What follows belongs to an exercise in optimizing a design on an open flow for small area; a production flow would make more cautious choices.
Only simulation tests tie the RTL to the original design; equivalence was not proved.
No activity file was given, so power comes from the tool's default toggle rates. The clock port is modelled as an ideal driver; clocking choices that lean on that would not hold on a real chip.

== run A ==
==> flow/design.v <==
package tl_ul_pkg;
	parameter int tl_addr_w   = 32;             
	parameter int tl_data_w   = 64;             
	parameter int tl_strb_w   = tl_data_w / 8;  
	parameter int tl_source_w = 3;              
	parameter int tl_sink_w   = 3;              
	parameter int tl_opcode_w = 3;
	parameter int tl_param_w  = 3;              
	parameter int tl_size_w   = 8;              
	parameter int tl_beat_size = 3;
	typedef enum logic [tl_opcode_w-1:0] {
		put_full_data    = 3'd0,
		put_partial_data = 3'd1,
		arithmetic_data  = 3'd2,  
		logical_data     = 3'd3,  
		get              = 3'd4,
		intent           = 3'd5,  
		acquire_block    = 3'd6,  
		acquire_perm     = 3'd7   
	} a_opcode_e;
	typedef enum logic [tl_opcode_w-1:0] {
		access_ack      = 3'd0,
		access_ack_data = 3'd1
	} d_opcode_e;
	typedef enum logic [1:0] {
		st_idle,     
		st_access,   
		st_respond   
	} slave_state_e;
endpackage
`timescale 1ns/10ps
import tl_ul_pkg::*;
module tl_slave_fsm #(
	parameter int DEPTH = 64
) (
	input  logic clk,
	input  logic rst,
	input  logic a_valid,
	input  logic d_ready,
	output logic a_ready,
	output logic d_valid,
	input  logic [$clog2(DEPTH)-1:0] idx,   
	input  logic                     bad,   
	output logic                     clr,   
	output logic                     acc    
);
	localparam int idx_w = $clog2(DEPTH);
	logic [idx_w-1:0] ptr;  
	logic [idx_w-1:0] ptr_nxt;
	assign ptr_nxt = ptr + 1'b1;
	assign acc     = a_valid & a_ready;
	always_ff @(posedge clk or posedge rst) begin
		if (rst) begin
			ptr     <= '0;
			clr     <= 1'b1;
			a_ready <= 1'b0;
			d_valid <= 1'b0;
		end else begin
			ptr <= ptr_nxt;
			if (ptr == idx_w'(DEPTH-1))
				clr <= 1'b0;
			a_ready <= a_valid & ~acc & ~(d_valid & ~d_ready) & (bad | (idx == ptr_nxt));
			if (acc)
				d_valid <= 1'b1;
			else if (d_ready)
				d_valid <= 1'b0;
		end
	end
endmodule
`timescale 1ns/10ps
import tl_ul_pkg::*;
module tl_request_decode #(
	parameter int DEPTH = 64
) (
	input  logic                       clk,
	input  logic                       acc,
	input  logic                       clr,
	input  logic [tl_opcode_w-1:0]     a_opcode,
	input  logic [tl_addr_w-1:0]       a_address,
	input  logic [tl_size_w-1:0]       a_size,
	input  logic [tl_strb_w-1:0]       a_mask,
	input  logic [tl_source_w-1:0]     a_source,
	output logic [$clog2(DEPTH)-1:0]   idx,
	output logic                       bad,
	input  logic [tl_data_w-1:0]       head,
	output logic [tl_strb_w-1:0]       wr,
	output logic [tl_strb_w-1:0]       keep,
	output logic [tl_opcode_w-1:0]     d_opcode,
	output logic [tl_param_w-1:0]      d_param,
	output logic [tl_size_w-1:0]       d_size,
	output logic [tl_sink_w-1:0]       d_sink,
	output logic [tl_source_w-1:0]     d_source,
	output logic [tl_data_w-1:0]       d_data,
	output logic                       d_error
);
	localparam int idx_w  = $clog2(DEPTH);
	localparam int idx_lo = tl_beat_size;
	logic is_full, is_partial, is_get, good;
	logic get_q;
	logic [tl_data_w-1:0] rdata_q;
	assign is_full    = (a_opcode == put_full_data);
	assign is_partial = (a_opcode == put_partial_data);
	assign is_get     = (a_opcode == get);
	assign good       = (a_size == tl_size_w'(tl_beat_size))
	                  & (a_address[tl_addr_w-1:idx_lo+idx_w] == '0);
	assign idx = a_address[idx_lo +: idx_w];
	assign bad = ~(good & (is_full | is_partial | is_get));
	assign wr   = {tl_strb_w{acc & good}} & ({tl_strb_w{is_full}} | ({tl_strb_w{is_partial}} & a_mask));
	assign keep = ~wr & {tl_strb_w{~clr}};
	always_ff @(posedge clk) begin
		if (acc) begin
			get_q    <= good & is_get;
			d_error  <= bad;
			d_size   <= a_size;
			d_source <= a_source;
		end
	end
	logic sel_h, sel_q;
	assign sel_h = acc & good & is_get & ~clr;
	assign sel_q = ~(acc & good & is_get);
	always_ff @(posedge clk) begin
		rdata_q <= ({tl_data_w{sel_h}} & head) | ({tl_data_w{sel_q}} & rdata_q);
	end
	assign d_opcode = get_q ? access_ack_data : access_ack;
	assign d_data   = rdata_q;
	assign d_param  = '0;
	assign d_sink   = '0;
endmodule
`timescale 1ns/10ps
import tl_ul_pkg::*;
module tl_byte_mem #(
	parameter int DEPTH = 64
) (
	input  logic                 clk,
	input  logic [tl_strb_w-1:0] wr,     
	input  logic [tl_strb_w-1:0] keep,   
	input  logic [tl_data_w-1:0] wdata,
	output logic [tl_data_w-1:0] head    
);
	logic [DEPTH-1:0][tl_data_w-1:0] ring;
	logic [tl_data_w-1:0]            tail;
	always_comb begin
		for (int b = 0; b < tl_strb_w; b++)
			tail[8*b +: 8] = ({8{wr[b]}} & wdata[8*b +: 8]) | ({8{keep[b]}} & ring[0][8*b +: 8]);
	end
	always_ff @(posedge clk) begin
		ring <= {tail, ring[DEPTH-1:1]};
	end
	assign head = ring[0];
endmodule
`timescale 1ns/10ps
import tl_ul_pkg::*;
module tl_ul_slave_top #(
	parameter int DEPTH = 64  
) (
	input  logic                   clk,
	input  logic                   rst,
	input  logic                   a_valid,
	output logic                   a_ready,
	input  logic [tl_opcode_w-1:0] a_opcode,
	input  logic [tl_param_w-1:0]  a_param,    
	input  logic [tl_addr_w-1:0]   a_address,
	input  logic [tl_size_w-1:0]   a_size,
	input  logic [tl_strb_w-1:0]   a_mask,
	input  logic [tl_data_w-1:0]   a_data,
	input  logic [tl_source_w-1:0] a_source,
	output logic                   d_valid,
	input  logic                   d_ready,
	output logic [tl_opcode_w-1:0] d_opcode,
	output logic [tl_param_w-1:0]  d_param,
	output logic [tl_size_w-1:0]   d_size,
	output logic [tl_sink_w-1:0]   d_sink,
	output logic [tl_source_w-1:0] d_source,
	output logic [tl_data_w-1:0]   d_data,
	output logic                   d_error
);
	logic                     clr;
	logic                     acc;
	logic                     bad;
	logic [$clog2(DEPTH)-1:0] idx;
	logic [tl_strb_w-1:0]     wr;
	logic [tl_strb_w-1:0]     keep;
	logic [tl_data_w-1:0]     head;
	tl_slave_fsm #(.DEPTH(DEPTH)) u_fsm (
		.clk     (clk),
		.rst     (rst),
		.a_valid (a_valid),
		.d_ready (d_ready),
		.a_ready (a_ready),
		.d_valid (d_valid),
		.idx     (idx),
		.bad     (bad),
		.clr     (clr),
		.acc     (acc)
	);
	tl_request_decode #(.DEPTH(DEPTH)) u_decode (
		.clk       (clk),
		.acc       (acc),
		.clr       (clr),
		.a_opcode  (a_opcode),
		.a_address (a_address),
		.a_size    (a_size),
		.a_mask    (a_mask),
		.a_source  (a_source),
		.idx       (idx),
		.bad       (bad),
		.head      (head),
		.wr        (wr),
		.keep      (keep),
		.d_opcode  (d_opcode),
		.d_param   (d_param),
		.d_size    (d_size),
		.d_sink    (d_sink),
		.d_source  (d_source),
		.d_data    (d_data),
		.d_error   (d_error)
	);
	tl_byte_mem #(.DEPTH(DEPTH)) u_mem (
		.clk   (clk),
		.wr    (wr),
		.keep  (keep),
		.wdata (a_data),
		.head  (head)
	);
endmodule
clock: 5.5 ns
lec_check: 0
cap_margin: 20
core_margin: 2
core_utilization: 65
slew_margin: 20
standard.sh (not shown) runs the stock make flow with config.mk's settings and CLKGATE_MAP_FILE= SYNTH_SCRIPT=/design/flow/synth_recipe.tcl, a recipe that flattens the netlist after the stock synthesis.
==> flow/flow/run.sh <==
#!/bin/bash
# Own flow: the standard layout (standard.sh) with
#  - synthesis as standard (synth_recipe.tcl), but with an area-oriented ABC
#    script for the combinational logic (flow/area_synth.tcl, flow/area.abc),
#  - the smallest buffer on every port instead of ORFS's default choice,
#  - clock tree synthesis without dummy loads, with larger sink clusters.
# Each tool's output goes to the ORFS logs under orfs/logs; make's output to
# standard_flow.log here.
set -euo pipefail
work=$(pwd)
export FLOW_SYNTH_TCL=$work/synth_recipe.tcl
export AREA_ABC_SCRIPT=$work/flow/area.abc
export BUFFER_PORTS_ARGS="-buffer_cell sky130_fd_sc_hd__buf_1"
export CTS_ARGS="-sink_clustering_enable -repair_clock_nets -dont_use_dummy_load -buf_list sky130_fd_sc_hd__buf_4 -root_buf sky130_fd_sc_hd__clkbuf_16 -sink_clustering_size 14 -sink_clustering_max_diameter 35"
sed "s#SYNTH_SCRIPT=[^ ]*#SYNTH_SCRIPT=$work/flow/area_synth.tcl#" standard.sh > area_standard.sh
grep -q "SYNTH_SCRIPT=$work/flow/area_synth.tcl" area_standard.sh
bash area_standard.sh > standard_flow.log 2>&1
==> flow/flow/area.abc <==
strash; &get -n; &st; &dch; &nf -R 1000; &put; topo; stime -c
==> flow/flow/area_synth.tcl <==
# The standard synthesis (synth_recipe.tcl, sourced unchanged), except that
# every abc call maps the combinational logic with flow/area.abc, an
# area-oriented script, in place of the script ORFS gives it. Registers are
# mapped before abc runs, so they are those of the standard synthesis.
proc abc {args} {
  set i [lsearch -exact $args -script]
  if { $i >= 0 } { set args [lreplace $args $i [expr {$i + 1}]] }
  yosys abc -script $::env(AREA_ABC_SCRIPT) {*}$args
}
source $::env(FLOW_SYNTH_TCL)
The following lists how run B was set up differently from run A:
-- flow/flow/run.sh --
<<< run A, line 13
export BUFFER_PORTS_ARGS="-buffer_cell sky130_fd_sc_hd__buf_1"
export CTS_ARGS="-sink_clustering_enable -repair_clock_nets -dont_use_dummy_load -buf_list sky130_fd_sc_hd__buf_4 -root_buf sky130_fd_sc_hd__clkbuf_16 -sink_clustering_size 14 -sink_clustering_max_diameter 35"
sed "s#SYNTH_SCRIPT=[^ ]*#SYNTH_SCRIPT=$work/flow/area_synth.tcl#" standard.sh > area_standard.sh
>>> run B, line 13
export BUFFER_PORTS_ARGS="-buffer_cell sky130_fd_sc_hd__buf_1"
export CTS_ARGS="-sink_clustering_enable -repair_clock_nets -dont_use_dummy_load -buf_list sky130_fd_sc_hd__clkbuf_16 -sink_clustering_size 36 -sink_clustering_max_diameter 100"
sed "s#SYNTH_SCRIPT=[^ ]*#SYNTH_SCRIPT=$work/flow/area_synth.tcl#" standard.sh > area_standard.sh
### Flow results
Changes observed in run B relative to run A: area added between synthesis and finish lower; sequential group share of total power higher; fill cell instance count of the final layout lower. Compared with run A, run B shows a lower finished layout cell area. The register area on run A is in line with that on run B. Relative to run A, setup slack has gone up in run B. met2 usage in run B is 0.59 points lower than in run A. Re global routing usage summed across all routing layers: run B and run A aren't equal, and the lower value belongs to run B. Run B vs run A: clock buffer instance count of the final layout down by more than half.
Input changes introduced in run C (baseline for comparison: run B):
==> flow/flow/run.sh <==
#!/bin/bash
# Own flow: the standard layout (standard.sh) with
#  - synthesis as standard (synth_recipe.tcl), but with an area-oriented ABC
#    script for the combinational logic (flow/area_synth.tcl, flow/area.abc),
#  - the smallest buffer on every port instead of ORFS's default choice,
#  - clock tree synthesis without dummy loads, with buf_6 buffers (more
#    load per area than clkbuf_16) on sink clusters of at most 19 flip-flops.
# Each tool's output goes to the ORFS logs under orfs/logs; make's output to
# standard_flow.log here.
set -euo pipefail
work=$(pwd)
export FLOW_SYNTH_TCL=$work/synth_recipe.tcl
export AREA_ABC_SCRIPT=$work/flow/area.abc
export BUFFER_PORTS_ARGS="-buffer_cell sky130_fd_sc_hd__buf_1"
export CTS_ARGS="-sink_clustering_enable -repair_clock_nets -dont_use_dummy_load -buf_list sky130_fd_sc_hd__buf_6 -root_buf sky130_fd_sc_hd__clkbuf_16 -sink_clustering_size 19 -sink_clustering_max_diameter 70"
sed "s#SYNTH_SCRIPT=[^ ]*#SYNTH_SCRIPT=$work/flow/area_synth.tcl#" standard.sh > area_standard.sh
grep -q "SYNTH_SCRIPT=$work/flow/area_synth.tcl" area_standard.sh
bash area_standard.sh > standard_flow.log 2>&1
Notes after the runs:
[compare] base=run B new=run C: first-pass GRT wire length has increased, maximum clock frequency has decreased, portion of total power attributed to the clock network has decreased, clock group power has decreased, cell count has increased.
On run C: net switching power figure is 200 uW higher than what run B gave.
Across both runs, worst setup margin was lower for run C than for run B.
Changes in run D relative to run C:
==> flow/flow/run.sh <==
#!/bin/bash
# Own flow: the standard layout (standard.sh) with
#  - synthesis as standard (synth_recipe.tcl), but with an area-oriented ABC
#    script for the combinational logic (flow/area_synth.tcl, flow/area.abc),
#  - the smallest buffer on every port instead of ORFS's default choice,
#  - clock tree synthesis without dummy loads, with larger sink clusters.
# Each tool's output goes to the ORFS logs under orfs/logs; make's output to
# standard_flow.log here.
set -euo pipefail
work=$(pwd)
export FLOW_SYNTH_TCL=$work/synth_recipe.tcl
export AREA_ABC_SCRIPT=$work/flow/area.abc
export BUFFER_PORTS_ARGS="-buffer_cell sky130_fd_sc_hd__buf_1"
export CTS_ARGS="-sink_clustering_enable -repair_clock_nets -dont_use_dummy_load -buf_list sky130_fd_sc_hd__clkbuf_16 -sink_clustering_size 36 -sink_clustering_max_diameter 70"
sed "s#SYNTH_SCRIPT=[^ ]*#SYNTH_SCRIPT=$work/flow/area_synth.tcl#" standard.sh > area_standard.sh
grep -q "SYNTH_SCRIPT=$work/flow/area_synth.tcl" area_standard.sh
bash area_standard.sh > standard_flow.log 2>&1
### Flow results
The core of run D is more densely filled than that of run C. Setup slack of the critical path after layout: run D > run C. For run C, the timing endpoint of the critical path was u_mem.ring[4040]$_DFF_P_, unlike run D, where it was u_mem.ring[4045]$_DFF_P_. Per the comparison of run D with run C, clock share of power rose by 2.2 points, internal reg-to-reg setup slack increased by 20 ps relative to the old numbers.

[re-timing with driven ports]
Ports are ideal in the flow. The routed layouts listed here were re-timed in OpenROAD. Step 1 sets driving cells, clkbuf_16 on the clock port and buf_2 on the other inputs (assumed; they add their load-dependent delay and slew). Step 2 times the ports against the registers' clock, not the clock port: input delays grow and output delays shrink by t, the midpoint of the rising clock arrivals with the driver on. Three values: ideal ports, drivers, drivers and shift; two values: the first two.
run | t, ns | setup WS [ns] | worst hold slack (ns) | worst data-port slew with drivers (ns)
run A | 0.819 | 2.127 / 2.180 / 1.361 | 0.208 / 0.154 / 0.267 | 0.11
run B | 0.816 | 2.168 / 2.216 / 1.401 | 0.214 / 0.164 / 0.248 | 0.11
run C | 0.807 | 2.112 / 2.161 / 1.354 | 0.241 / 0.189 / 0.294 | 0.11
run D | 0.823 | 2.151 / 2.200 / 1.378 | 0.228 / 0.176 / 0.290 | 0.11
After both steps every run listed still meets setup and hold. The setup slack of run D, which loses most, moves by +0.049 ns with the drivers and by -0.773 ns with both steps.
